Background: an optimization exercise with open tools, aiming at small area, a short achievable clock period and few clock cycles per item. Do not read the settings as production practice. Function was checked by simulation only, so behaviour that the tests miss may differ from the original. Power is estimated from default activity; no workload was simulated.

==> inputs of job 3947 <==
Design light_event_schedule_table, start of the top module:
module light_event_schedule_table #(
  parameter int unsigned TABLE_ENTRIES = 64,
  parameter int unsigned LIGHT_COUNT   = 32
) (
  input  logic              clk_i,
  input  logic              rst_ni,
  input  logic              in_valid_i,
  output logic              in_stall_o,
  input  logic [2:0]        operation_i,
  input  logic [7:0]        light_id_i,
  input  logic [3:0]        day_code_i,
  input  logic [10:0]       minute_i,
  input  logic signed [7:0] random_offset_i,
  input  logic [2:0]        current_day_i,
  input  logic [10:0]       current_minute_i,
  output logic              out_valid_o,
  input  logic              out_stall_i,
  output logic [1:0]        status_o,
  output logic [7:0]        fired_light_o,
  output logic [1:0]        action_o,
  output logic              last_o
);
==> module lest_queue, before the edit <==
module lest_queue (
  input  logic                      clk_i,
  input  logic                      rst_ni,
  input  logic                      push_i,
  input  logic [lest_pkg::CmdW-1:0] data_i,
  output logic                      full_o,
  output logic                      vld_o,
  input  logic                      pop_i,
  output logic [lest_pkg::CmdW-1:0] data_o
);
  logic [lest_pkg::CmdW-1:0] slot_a_q;
  logic [lest_pkg::CmdW-1:0] slot_b_q;
  logic                      vld_a_q;
  logic                      vld_b_q;
  assign full_o = vld_b_q;
  assign vld_o  = vld_a_q;
  assign data_o = slot_a_q;
  always_ff @(posedge clk_i or negedge rst_ni) begin
    if (!rst_ni) begin
      vld_a_q <= 1'b0;
      vld_b_q <= 1'b0;
    end else begin
      if (vld_b_q) begin
        if (pop_i) vld_b_q <= 1'b0;
      end else begin
        vld_a_q <= (vld_a_q && !pop_i) || push_i;
        vld_b_q <= vld_a_q && !pop_i && push_i;
      end
    end
  end
  always_ff @(posedge clk_i) begin
    if (vld_b_q) begin
      if (pop_i) slot_a_q <= slot_b_q;
    end else begin
      if (push_i && (!vld_a_q || pop_i)) slot_a_q <= data_i;
      if (push_i && vld_a_q && !pop_i) slot_b_q <= data_i;
    end
  end
endmodule
Settings: LEC_CHECK=0, CAP_MARGIN=20, CORE_MARGIN=2, CORE_UTILIZATION=40, CTS_CLUSTER_DIAMETER=100, CTS_CLUSTER_SIZE=24, SETUP_SLACK_MARGIN=3.3, SLEW_MARGIN=20; clock period 6.0 ns.
run.sh (not shown) runs the stock make flow with config.mk's settings and CLKGATE_MAP_FILE= SYNTH_SCRIPT=/design/flow/synth_recipe.tcl, a recipe that flattens the netlist after the stock synthesis.
==> inputs of job 8540, as changes to job 3947 <==
--- a/flow/design.v
+++ b/flow/design.v
@@ -72,20 +72,12 @@
 );
-  logic [lest_pkg::CmdW-1:0] slot_a_q;
-  logic [lest_pkg::CmdW-1:0] slot_b_q;
-  logic                      vld_a_q;
-  logic                      vld_b_q;
-  assign full_o = vld_b_q;
-  assign vld_o  = vld_a_q;
-  assign data_o = slot_a_q;
+  logic [lest_pkg::CmdW-1:0] slot_q;
+  logic                      vld_q;
+  assign full_o = vld_q && !pop_i;
+  assign vld_o  = vld_q;
+  assign data_o = slot_q;
   always_ff @(posedge clk_i or negedge rst_ni) begin
     if (!rst_ni) begin
-      vld_a_q <= 1'b0;
-      vld_b_q <= 1'b0;
+      vld_q <= 1'b0;
     end else begin
-      if (vld_b_q) begin
-        if (pop_i) vld_b_q <= 1'b0;
-      end else begin
-        vld_a_q <= (vld_a_q && !pop_i) || push_i;
-        vld_b_q <= vld_a_q && !pop_i && push_i;
-      end
+      vld_q <= push_i || (vld_q && !pop_i);
     end
@@ -93,8 +85,3 @@
   always_ff @(posedge clk_i) begin
-    if (vld_b_q) begin
-      if (pop_i) slot_a_q <= slot_b_q;
-    end else begin
-      if (push_i && (!vld_a_q || pop_i)) slot_a_q <= data_i;
-      if (push_i && vld_a_q && !pop_i) slot_b_q <= data_i;
-    end
+    if (push_i) slot_q <= data_i;
   end
CORE_UTILIZATION = 60   (was 40)
CTS_CLUSTER_DIAMETER = 90   (was 100)
CTS_CLUSTER_SIZE = 22   (was 24)
SETUP_SLACK_MARGIN = 3.0   (was 3.3)
==> summary.txt <==
Result of the run: job 8540 no timing/DRC/antenna violations; job 3947 no timing/DRC/antenna violations
Compound-cell area share of the yosys netlist: job 8540 8.10%; job 3947 8.22%
Simple-gate area share of the yosys netlist: job 8540 9.89%; job 3947 9.63%
Power in sequential cells: job 8540 19.0 mW; job 3947 19.5 mW
CTS resizes: job 8540 271; job 3947 677
Total met3 wirelength after detailed routing: job 8540 63,500 um; job 3947 57,900 um
Post-layout util: job 8540 67.1%; job 3947 46.7%
Net count, final: job 8540 9,170; job 3947 9,408
Placement Rows: job 8540 161; job 3947 198
Endpoint of the most critical setup path: job 8540 u_back.out_light_q[0]$_SDFFCE_PP0P_; job 3947 u_back.out_light_q[4]$_SDFFCE_PP0P_
Relative contribution of the clock network to total power: job 8540 31.2%; job 3947 27.8%
Launch point of the worst reg-to-reg path: job 8540 u_back.hit_q[30]$_DFFE_PP_; job 3947 u_back.dr_q[22]$_DFFE_PP_
Metal1 wirelength: job 8540 155,000 um; job 3947 181,000 um
Clock tree skew after final layout: job 8540 37.7 ps; job 3947 71.8 ps
1st-iter DRT viols: job 8540 16,133; job 3947 15,345
Clock distribution area overhead in the final layout: job 8540 3.14%; job 3947 2.62%
Die Span X: job 8540 443 um; job 3947 545 um
Testbench counts of job 3947, summed over its fixed seeds: cycles 3,536, items 3,200.
Testbench counts of job 8540, summed over its fixed seeds: cycles 3,536, items 3,200.

[static timing again, ports no longer ideal]
No port has a modelled driver above. Below, the same layouts with a new extraction and two added sets of constraints.
Step 1 sets driving cells, clkbuf_16 on the clock port and buf_2 on the other inputs (assumed; they add their load-dependent delay and slew).
Step 2 times the ports against the registers' clock, not the clock port: input delays grow and output delays shrink by t, the midpoint of the rising clock arrivals with the driver on.
Three values: no drivers, after step 1, after step 2; two values: the first two.
run	t, ns	setup slack, ns	worst setup path after step 2
job 3947	0.957	2.578 / 2.578 / 2.375	input to register
job 8540	0.938	2.621 / 2.621 / 2.125	input to register
After both steps every run listed still meets setup and hold. The setup slack of job 8540, which loses most, moves by 0.000 ns with the drivers and by -0.496 ns with both steps.
